This design comes from an exercise in tuning for small area, a short achievable clock period and few clock cycles per item on the open sky130 flow, not from production work.
RTL that was checked went through simulation tests only; none was proved equivalent to the original.
Power is estimated from default activity; no workload was simulated.

==> inputs of v22 <==
Design alu_exec_top, start of the top module:
module alu_exec_top
(
    input  logic                clk,
    input  logic                arst_n,
    input  logic                in_valid,
    input  alu_pkg::alu_op_e             in_op,
    input  logic [data_w-1:0]   in_a,
    input  logic [data_w-1:0]   in_b,
    input  logic [shamt_w-1:0]  in_shamt,
    input  logic [shamt_w-1:0]  in_rd,
    output logic                in_credit,
    output logic                out_valid,
    output logic [data_w-1:0]   out_result,
    output logic                out_zero,
    output logic                out_great,
    output logic                out_overflow,
    input  logic                out_credit
);
==> module alu_shift_unit, before the edit <==
module alu_shift_unit
(
    input  logic [data_w-1:0]   src,
    input  logic [shamt_w-1:0]  amount,
    input  logic                left,
    output logic [data_w-1:0]   result
);
    logic [data_w-1:0]  stage [shamt_w+1];
    logic [shamt_w-1:0] amt_eff;
    assign stage[0] = left ? {src[0], src[data_w-1:1]} : src;
    assign amt_eff  = amount ^ {shamt_w{left}};
    for (genvar k = 0; k < shamt_w; k++) begin : g_stage
        for (genvar i = 0; i < data_w; i++) begin : g_bit
            assign stage[k+1][i] = amt_eff[k] ? stage[k][(i + (1 << k)) % data_w] : stage[k][i];
        end
    end
    assign result = stage[shamt_w];
endmodule
==> module alu_core, before the edit <==
module alu_core
(
    input  alu_pkg::alu_op_e    op,
    input  logic [data_w-1:0]   a,
    input  logic [data_w-1:0]   b,
    input  logic [shamt_w-1:0]  shamt,
    input  logic [shamt_w-1:0]  rd,
    output logic [data_w-1:0]   result,
    output logic                great,
    output logic                overflow
);
    logic [op_w-1:0]   code;
    logic              is_field;
    logic              is_shift;
    logic              is_ins;
    logic              is_cmp;
    logic              is_logic;
    logic              is_arith;
    logic              is_lui;
    logic              subtract;
    logic              variable;
    logic              left;
    logic              rotate;
    logic              arith_sh;
    logic [data_w-1:0] sum;
    logic              sum_ovf;
    logic              lt_signed;
    logic              lt_unsigned;
    logic [data_w-1:0] sh_src;
    logic [shamt_w-1:0] sh_amt;
    logic [data_w-1:0] rotated;
    logic [data_w-1:0] shift_res;
    logic [data_w-1:0] logic_res;
    logic [data_w-1:0] prop;
    logic [data_w-1:0] gen;
    assign code     = op;
    assign is_field = code[5];
    assign is_ins   = code[5] & ~code[0];
    assign is_shift = code[5] | code[4] | is_lui;
    assign is_arith = ~code[5] & ~code[4] & ~code[3] & ~code[2];
    assign is_logic = ~code[5] & ~code[4] & ~code[3] &  code[2];
    assign is_cmp   = ~code[5] & ~code[4] &  code[3] & ~code[1];
    assign is_lui   = ~code[5] & ~code[4] &  code[3] &  code[1];
    assign subtract = ~code[2] & (code[1] | code[3]);
    assign variable = ~code[5] & (code[2] | (code[3] & code[0]));
    assign left     = (code[5] & ~code[0]) | (~code[5] & ~code[3] & ~code[1] & ~code[0]) | is_lui;
    assign rotate   = ~code[5] & code[4] & code[3];
    assign arith_sh = ~code[5] & ~code[3] & code[1];
    alu_arith_unit arith_i (
        .subtract    (subtract),
        .a           (a),
        .b           (b),
        .sum         (sum),
        .sum_ovf     (sum_ovf),
        .lt_signed   (lt_signed),
        .lt_unsigned (lt_unsigned),
        .great       (great),
        .prop        (prop),
        .gen         (gen)
    );
    assign sh_src = is_field ? a : b;
    assign sh_amt = is_lui ? shamt_w'(16) : (variable ? a[shamt_w-1:0] : shamt);
    alu_shift_unit shift_i (
        .src    (sh_src),
        .amount (sh_amt),
        .left   (left),
        .result (rotated)
    );
    alu_bitfield_unit field_i (
        .rotate    (rotate),
        .left      (left),
        .field     (is_field),
        .is_ins    (is_ins),
        .sign_fill (arith_sh & b[data_w-1]),
        .b         (b),
        .amount    (sh_amt),
        .msb       (rd),
        .rotated   (rotated),
        .result    (shift_res)
    );
    always_comb begin
        case (code[1:0])
            2'b00:   logic_res = gen;
            2'b01:   logic_res = prop | gen;
            2'b10:   logic_res = prop;
            default: logic_res = ~(prop | gen);
        endcase
    end
    assign result =
        ({data_w{is_arith}} & sum) |
        ({data_w{is_logic}} & logic_res) |
        ({data_w{is_shift}} & shift_res) |
        {{(data_w-1){1'b0}}, is_cmp & (code[0] ? lt_unsigned : lt_signed)};
    assign overflow = sum_ovf & is_arith & ~code[0];
endmodule
==> module alu_issue_queue, before the edit <==
module alu_issue_queue
(
    input  logic                clk,
    input  logic                arst_n,
    input  logic                in_valid,
    output logic                in_credit,
    input  logic                out_credit,
    output logic                hold,
    output logic                out_valid
);
    logic              full;
    logic [cnt_w-2:0]  credits;
    assign out_valid = full & (credits != '0);
    assign hold      = ~in_valid;
    always_ff @(posedge clk or negedge arst_n) begin
        if (!arst_n) begin
            full      <= 1'b0;
            credits   <= (cnt_w-1)'(out_credits);
            in_credit <= 1'b0;
        end else begin
            full <= in_valid | (full & ~out_valid);
            case ({out_credit, out_valid})
                2'b10:   credits <= credits + (cnt_w-1)'(1);
                2'b01:   credits <= credits - (cnt_w-1)'(1);
                default: credits <= credits;
            endcase
            in_credit <= out_credit;
        end
    end
endmodule
==> module alu_exec_top, before the edit <==
module alu_exec_top
(
    input  logic                clk,
    input  logic                arst_n,
    input  logic                in_valid,
    input  alu_pkg::alu_op_e             in_op,
    input  logic [data_w-1:0]   in_a,
    input  logic [data_w-1:0]   in_b,
    input  logic [shamt_w-1:0]  in_shamt,
    input  logic [shamt_w-1:0]  in_rd,
    output logic                in_credit,
    output logic                out_valid,
    output logic [data_w-1:0]   out_result,
    output logic                out_zero,
    output logic                out_great,
    output logic                out_overflow,
    input  logic                out_credit
);
    logic                hold;
    logic [data_w-1:0]   next_result;
    logic                next_great;
    logic                next_overflow;
    alu_issue_queue ctrl_i (
        .clk        (clk),
        .arst_n     (arst_n),
        .in_valid   (in_valid),
        .in_credit  (in_credit),
        .out_credit (out_credit),
        .hold       (hold),
        .out_valid  (out_valid)
    );
    alu_core core_i (
        .op       (in_op),
        .a        (in_a),
        .b        (in_b),
        .shamt    (in_shamt),
        .rd       (in_rd),
        .result   (next_result),
        .great    (next_great),
        .overflow (next_overflow)
    );
    always_ff @(posedge clk) begin
        if (!hold) begin
            out_result   <= next_result;
            out_great    <= next_great;
            out_overflow <= next_overflow;
        end
    end
    assign out_zero = (out_result == '0);
endmodule
==> module alu_arith_unit, before the edit <==
module alu_arith_unit
(
    input  logic                subtract,
    input  logic [data_w-1:0]   a,
    input  logic [data_w-1:0]   b,
    output logic [data_w-1:0]   sum,
    output logic                sum_ovf,
    output logic                lt_signed,
    output logic                lt_unsigned,
    output logic                great,
    output logic [data_w-1:0]   prop,
    output logic [data_w-1:0]   gen
);
    logic [data_w-1:0] b_eff, p, g;
    logic [data_w:0] c;    
    assign b_eff = b ^ {data_w{subtract}};
    assign p = a ^ b_eff;
    assign g = a & b_eff;
    assign prop = p;
    assign gen = g;
    logic [data_w-1:0] G [6];
    logic [data_w-1:0] P [6];
    assign G[0] = {g[data_w-1:1], g[0] | (p[0] & subtract)};
    assign P[0] = p;
    for (genvar l = 0; l < 5; l++) begin : g_l
        for (genvar i = 0; i < data_w; i++) begin : g_i
            if ((i >> l) & 1) begin : g_c
                localparam int j = ((i >> l) << l) - 1;
                assign G[l+1][i] = G[l][i] | (P[l][i] & G[l][j]);
                assign P[l+1][i] = P[l][i] & P[l][j];
            end else begin : g_p
                assign G[l+1][i] = G[l][i];
                assign P[l+1][i] = P[l][i];
            end
        end
    end
    assign c = {G[5], subtract};
    assign sum = p ^ c[data_w-1:0];
    assign sum_ovf = c[data_w] ^ c[data_w-1];
    assign lt_signed   = sum[data_w-1] ^ sum_ovf;
    assign lt_unsigned = ~c[data_w];
    assign great = $signed(a) > $signed(b);
endmodule
==> flow/config.mk <==
export PLATFORM = sky130hd
export DESIGN_NAME = alu_exec_top
export DESIGN_NICKNAME = alu_exec_top
export VERILOG_FILES = /design/flow/design.v
export SDC_FILE = /design/flow/constraint.sdc
export NUM_CORES = 4
export LEC_CHECK = 0
export ABC_AREA = 1
export CAP_MARGIN = 20
export CORE_MARGIN = 2
export CORE_UTILIZATION = 50
export SETUP_SLACK_MARGIN = 2.75
export SLEW_MARGIN = 20
==> flow/constraint.sdc <==
create_clock -name core_clock -period 7.0 [get_ports {clk}]
set_input_delay 1.4000 -clock core_clock [delete_from_list [all_inputs] [get_ports {clk}]]
set_output_delay 1.4000 -clock core_clock [all_outputs]
set_load 0.01 [all_outputs]
standard.sh (not shown) runs the stock make flow with config.mk's settings and CLKGATE_MAP_FILE= SYNTH_SCRIPT=/design/flow/synth_recipe.tcl, a recipe that flattens the netlist after the stock synthesis.
==> flow/flow/run.sh <==
#!/bin/bash
# Standard layout, with the port buffers the standard flow adds made
# from a plain buf_1 instead of the slow delay buffer buffer_ports picks.
set -euo pipefail
export BUFFER_PORTS_ARGS="-buffer_cell sky130_fd_sc_hd__buf_1"
export REMOVE_ABC_BUFFERS=1
bash standard.sh > standard_flow.log 2>&1
==> v36 (differences from v22) <==
--- a/flow/design.v
+++ b/flow/design.v
@@ -2,6 +2,7 @@
     localparam int data_w  = 32;
     localparam int shamt_w = 5;
     localparam int op_w    = 6;
+    localparam int ctl_w   = 12;
     localparam int queue_depth = 4;
     localparam int out_credits = 3;
     localparam int cnt_w       = 3;
@@ -35,14 +36,12 @@
 module alu_shift_unit
 (
     input  logic [data_w-1:0]   src,
-    input  logic [shamt_w-1:0]  amount,
+    input  logic [shamt_w-1:0]  amt_eff,
     input  logic                left,
     output logic [data_w-1:0]   result
 );
     logic [data_w-1:0]  stage [shamt_w+1];
-    logic [shamt_w-1:0] amt_eff;
     assign stage[0] = left ? {src[0], src[data_w-1:1]} : src;
-    assign amt_eff  = amount ^ {shamt_w{left}};
     for (genvar k = 0; k < shamt_w; k++) begin : g_stage
         for (genvar i = 0; i < data_w; i++) begin : g_bit
             assign stage[k+1][i] = amt_eff[k] ? stage[k][(i + (1 << k)) % data_w] : stage[k][i];
@@ -124,16 +123,14 @@
 endmodule
 `timescale 1ns/1ps
 import alu_pkg::*;
-module alu_core
+module alu_decode
 (
     input  alu_pkg::alu_op_e    op,
-    input  logic [data_w-1:0]   a,
-    input  logic [data_w-1:0]   b,
+    input  logic [shamt_w-1:0]  a_low,
     input  logic [shamt_w-1:0]  shamt,
-    input  logic [shamt_w-1:0]  rd,
-    output logic [data_w-1:0]   result,
-    output logic                great,
-    output logic                overflow
+    output logic [ctl_w-1:0]    ctl,
+    output logic [shamt_w-1:0]  sh_amt,
+    output logic [shamt_w-1:0]  amt_eff
 );
     logic [op_w-1:0]   code;
     logic              is_field;
@@ -148,17 +145,6 @@
     logic              left;
     logic              rotate;
     logic              arith_sh;
-    logic [data_w-1:0] sum;
-    logic              sum_ovf;
-    logic              lt_signed;
-    logic              lt_unsigned;
-    logic [data_w-1:0] sh_src;
-    logic [shamt_w-1:0] sh_amt;
-    logic [data_w-1:0] rotated;
-    logic [data_w-1:0] shift_res;
-    logic [data_w-1:0] logic_res;
-    logic [data_w-1:0] prop;
-    logic [data_w-1:0] gen;
     assign code     = op;
     assign is_field = code[5];
     assign is_ins   = code[5] & ~code[0];
@@ -172,6 +158,46 @@
     assign left     = (code[5] & ~code[0]) | (~code[5] & ~code[3] & ~code[1] & ~code[0]) | is_lui;
     assign rotate   = ~code[5] & code[4] & code[3];
     assign arith_sh = ~code[5] & ~code[3] & code[1];
+    assign sh_amt  = is_lui ? shamt_w'(16) : (variable ? a_low : shamt);
+    assign amt_eff = sh_amt ^ {shamt_w{left}};
+    assign ctl = {is_field, is_ins, is_shift, is_arith, is_logic, is_cmp,
+                  subtract, left, rotate, arith_sh, code[1:0]};
+endmodule
+module alu_core
+(
+    input  logic [ctl_w-1:0]    ctl,
+    input  logic [data_w-1:0]   a,
+    input  logic [data_w-1:0]   b,
+    input  logic [shamt_w-1:0]  sh_amt,
+    input  logic [shamt_w-1:0]  amt_eff,
+    input  logic [shamt_w-1:0]  rd,
+    output logic [data_w-1:0]   result,
+    output logic                great,
+    output logic                overflow
+);
+    logic              is_field;
+    logic              is_shift;
+    logic              is_ins;
+    logic              is_cmp;
+    logic              is_logic;
+    logic              is_arith;
+    logic              subtract;
+    logic              left;
+    logic              rotate;
+    logic              arith_sh;
+    logic [1:0]        logic_op;
+    logic [data_w-1:0] sum;
+    logic              sum_ovf;
+    logic              lt_signed;
+    logic              lt_unsigned;
+    logic [data_w-1:0] sh_src;
+    logic [data_w-1:0] rotated;
+    logic [data_w-1:0] shift_res;
+    logic [data_w-1:0] logic_res;
+    logic [data_w-1:0] prop;
+    logic [data_w-1:0] gen;
+    assign {is_field, is_ins, is_shift, is_arith, is_logic, is_cmp,
+            subtract, left, rotate, arith_sh, logic_op} = ctl;
     alu_arith_unit arith_i (
         .subtract    (subtract),
         .a           (a),
@@ -185,11 +211,10 @@
         .gen         (gen)
     );
     assign sh_src = is_field ? a : b;
-    assign sh_amt = is_lui ? shamt_w'(16) : (variable ? a[shamt_w-1:0] : shamt);
     alu_shift_unit shift_i (
         .src    (sh_src),
-        .amount (sh_amt),
-        .left   (left),
+        .amt_eff (amt_eff),
+        .left    (left),
         .result (rotated)
     );
     alu_bitfield_unit field_i (
@@ -205,7 +230,7 @@
         .result    (shift_res)
     );
     always_comb begin
-        case (code[1:0])
+        case (logic_op)
             2'b00:   logic_res = gen;
             2'b01:   logic_res = prop | gen;
             2'b10:   logic_res = prop;
@@ -216,8 +241,8 @@
         ({data_w{is_arith}} & sum) |
         ({data_w{is_logic}} & logic_res) |
         ({data_w{is_shift}} & shift_res) |
-        {{(data_w-1){1'b0}}, is_cmp & (code[0] ? lt_unsigned : lt_signed)};
-    assign overflow = sum_ovf & is_arith & ~code[0];
+        {{(data_w-1){1'b0}}, is_cmp & (logic_op[0] ? lt_unsigned : lt_signed)};
+    assign overflow = sum_ovf & is_arith & ~logic_op[0];
 endmodule
 `timescale 1ns/1ps
 import alu_pkg::*;
@@ -225,29 +250,26 @@
 (
     input  logic                clk,
     input  logic                arst_n,
-    input  logic                in_valid,
+    input  logic                op_valid,
     output logic                in_credit,
     input  logic                out_credit,
-    output logic                hold,
     output logic                out_valid
 );
     logic              full;
     logic [cnt_w-2:0]  credits;
     assign out_valid = full & (credits != '0);
-    assign hold      = ~in_valid;
+    assign in_credit = out_credit;
     always_ff @(posedge clk or negedge arst_n) begin
         if (!arst_n) begin
-            full      <= 1'b0;
-            credits   <= (cnt_w-1)'(out_credits);
-            in_credit <= 1'b0;
+            full    <= 1'b0;
+            credits <= (cnt_w-1)'(out_credits);
         end else begin
-            full <= in_valid | (full & ~out_valid);
+            full <= op_valid | (full & ~out_valid);
             case ({out_credit, out_valid})
                 2'b10:   credits <= credits + (cnt_w-1)'(1);
                 2'b01:   credits <= credits - (cnt_w-1)'(1);
                 default: credits <= credits;
             endcase
-            in_credit <= out_credit;
         end
     end
 endmodule
@@ -271,31 +293,63 @@
     output logic                out_overflow,
     input  logic                out_credit
 );
-    logic                hold;
+    logic [ctl_w-1:0]    in_ctl;
+    logic [shamt_w-1:0]  in_sh_amt;
+    logic [shamt_w-1:0]  in_amt_eff;
+    logic                op_valid;
+    logic [ctl_w-1:0]    op_ctl;
+    logic [data_w-1:0]   op_a;
+    logic [data_w-1:0]   op_b;
+    logic [shamt_w-1:0]  op_sh_amt;
+    logic [shamt_w-1:0]  op_amt_eff;
+    logic [shamt_w-1:0]  op_rd;
     logic [data_w-1:0]   next_result;
     logic                next_great;
     logic                next_overflow;
+    alu_decode decode_i (
+        .op      (in_op),
+        .a_low   (in_a[shamt_w-1:0]),
+        .shamt   (in_shamt),
+        .ctl     (in_ctl),
+        .sh_amt  (in_sh_amt),
+        .amt_eff (in_amt_eff)
+    );
+    always_ff @(posedge clk or negedge arst_n) begin
+        if (!arst_n) begin
+            op_valid <= 1'b0;
+        end else begin
+            op_valid <= in_valid;
+        end
+    end
+    always_ff @(posedge clk) begin
+        op_ctl     <= in_ctl;
+        op_a       <= in_a;
+        op_b       <= in_b;
+        op_sh_amt  <= in_sh_amt;
+        op_amt_eff <= in_amt_eff;
+        op_rd      <= in_rd;
+    end
     alu_issue_queue ctrl_i (
         .clk        (clk),
         .arst_n     (arst_n),
-        .in_valid   (in_valid),
+        .op_valid   (op_valid),
         .in_credit  (in_credit),
         .out_credit (out_credit),
-        .hold       (hold),
         .out_valid  (out_valid)
     );
     alu_core core_i (
-        .op       (in_op),
-        .a        (in_a),
-        .b        (in_b),
-        .shamt    (in_shamt),
-        .rd       (in_rd),
+        .ctl      (op_ctl),
+        .a        (op_a),
+        .b        (op_b),
+        .sh_amt   (op_sh_amt),
+        .amt_eff  (op_amt_eff),
+        .rd       (op_rd),
         .result   (next_result),
         .great    (next_great),
         .overflow (next_overflow)
     );
     always_ff @(posedge clk) begin
-        if (!hold) begin
+        if (op_valid) begin
             out_result   <= next_result;
             out_great    <= next_great;
             out_overflow <= next_overflow;
==> flow/flow/run.sh (replaced) <==
#!/bin/bash
# Standard layout, with two changes: the port buffers the standard flow
# adds are a plain buf_1 instead of the slow delay buffer buffer_ports
# picks, and the buffers ABC adds are removed before timing repair.
set -euo pipefail
export BUFFER_PORTS_ARGS="-buffer_cell sky130_fd_sc_hd__buf_1"
export REMOVE_ABC_BUFFERS=1
bash standard.sh > standard_flow.log 2>&1
- SETUP_SLACK_MARGIN: 2.75 -> 4.05
==> v11 (differences from v22) <==
--- a/flow/design.v
+++ b/flow/design.v
@@ -92,35 +92,18 @@
     output logic [data_w-1:0]   prop,
     output logic [data_w-1:0]   gen
 );
-    logic [data_w-1:0] b_eff, p, g;
-    logic [data_w:0] c;    
-    assign b_eff = b ^ {data_w{subtract}};
-    assign p = a ^ b_eff;
-    assign g = a & b_eff;
-    assign prop = p;
-    assign gen = g;
-    logic [data_w-1:0] G [6];
-    logic [data_w-1:0] P [6];
-    assign G[0] = {g[data_w-1:1], g[0] | (p[0] & subtract)};
-    assign P[0] = p;
-    for (genvar l = 0; l < 5; l++) begin : g_l
-        for (genvar i = 0; i < data_w; i++) begin : g_i
-            if ((i >> l) & 1) begin : g_c
-                localparam int j = ((i >> l) << l) - 1;
-                assign G[l+1][i] = G[l][i] | (P[l][i] & G[l][j]);
-                assign P[l+1][i] = P[l][i] & P[l][j];
-            end else begin : g_p
-                assign G[l+1][i] = G[l][i];
-                assign P[l+1][i] = P[l][i];
-            end
-        end
-    end
-    assign c = {G[5], subtract};
-    assign sum = p ^ c[data_w-1:0];
-    assign sum_ovf = c[data_w] ^ c[data_w-1];
-    assign lt_signed   = sum[data_w-1] ^ sum_ovf;
-    assign lt_unsigned = ~c[data_w];
-    assign great = $signed(a) > $signed(b);
+    logic [data_w-1:0]   b_eff;
+    logic [data_w:0]     full;
+    assign b_eff   = subtract ? ~b : b;
+    assign full    = {1'b0, a} + {1'b0, b_eff} + {{data_w{1'b0}}, subtract};
+    assign sum     = full[data_w-1:0];
+    assign prop    = a ^ b_eff;
+    assign gen     = a & b_eff;
+    assign sum_ovf = (a[data_w-1] == b_eff[data_w-1]) &&
+                     (full[data_w-1] != a[data_w-1]);
+    assign lt_signed   = full[data_w-1] ^ sum_ovf;
+    assign lt_unsigned = ~full[data_w];
+    assign great       = $signed(a) > $signed(b);
 endmodule
 `timescale 1ns/1ps
 import alu_pkg::*;
==> flow/flow/run.sh (replaced) <==
#!/bin/bash
# Standard layout, with the port buffers the standard flow adds made
# from a plain buf_2 instead of the slow delay buffer buffer_ports picks.
set -euo pipefail
export BUFFER_PORTS_ARGS="-buffer_cell sky130_fd_sc_hd__buf_2"
bash standard.sh > standard_flow.log 2>&1
- CORE_UTILIZATION: 50 -> 45
- SETUP_SLACK_MARGIN: 2.75 -> 3.5
==> notes <==
- Synthesized cell count is about the same in v11 and v36.
- The lowest setup slack belongs to v22, the highest to v36.
- Of v36 and v11, v11 has the higher non-clock buffer count (gap 63).
- The highest power belongs to v36, the lowest to v22.
- Count of clock-buffer cells in the layout, highest first: v36, v22, v11.
- Between v11 and v22, the lower area after synthesis is in v22 (gap about 5%, measured against v22).
- Sequential share of layout area: v22 is lower than v36 (12 points).
- Between v22 and v11, the lower register-to-register slack is in v22 (gap 0.03 ns).
- Against v11, the core utilization of v36 is lower by 5.0 points.
Testbench counts of v22, summed over its fixed seeds: cycles 9,608, items 9,600.
Testbench counts of v36, summed over its fixed seeds: cycles 9,616, items 9,600.
No functional check of the RTL was part of v11.

[port drivers added, routing unchanged]
How much do the figures lean on ideal ports? The routed layouts below were timed once more, with nothing changed but the port constraints.
Step 1 assumes that a clkbuf_16 drives the clock port and a buf_2 every other input.
Step 2 times the ports against the registers' clock, not the clock port: input delays grow and output delays shrink by t, the midpoint of the rising clock arrivals with the driver on.
a / b / c = no drivers / after step 1 / after step 2; a / b = the first two.
| run | t, ns | setup slack, ns | worst setup path at the end |
|---|---|---|---|
| v22 | 0.350 | 2.786 / 2.808 / 2.458 | input to register |
| v36 | 0.478 | 3.733 / 3.683 / 3.966 | input to output |
| v11 | 0.317 | 2.927 / 2.900 / 2.584 | input to register |
After both steps setup and hold are still met in every run listed. The setup slack of v11, which loses most, moves by -0.027 ns with the drivers and by -0.343 ns with both steps.
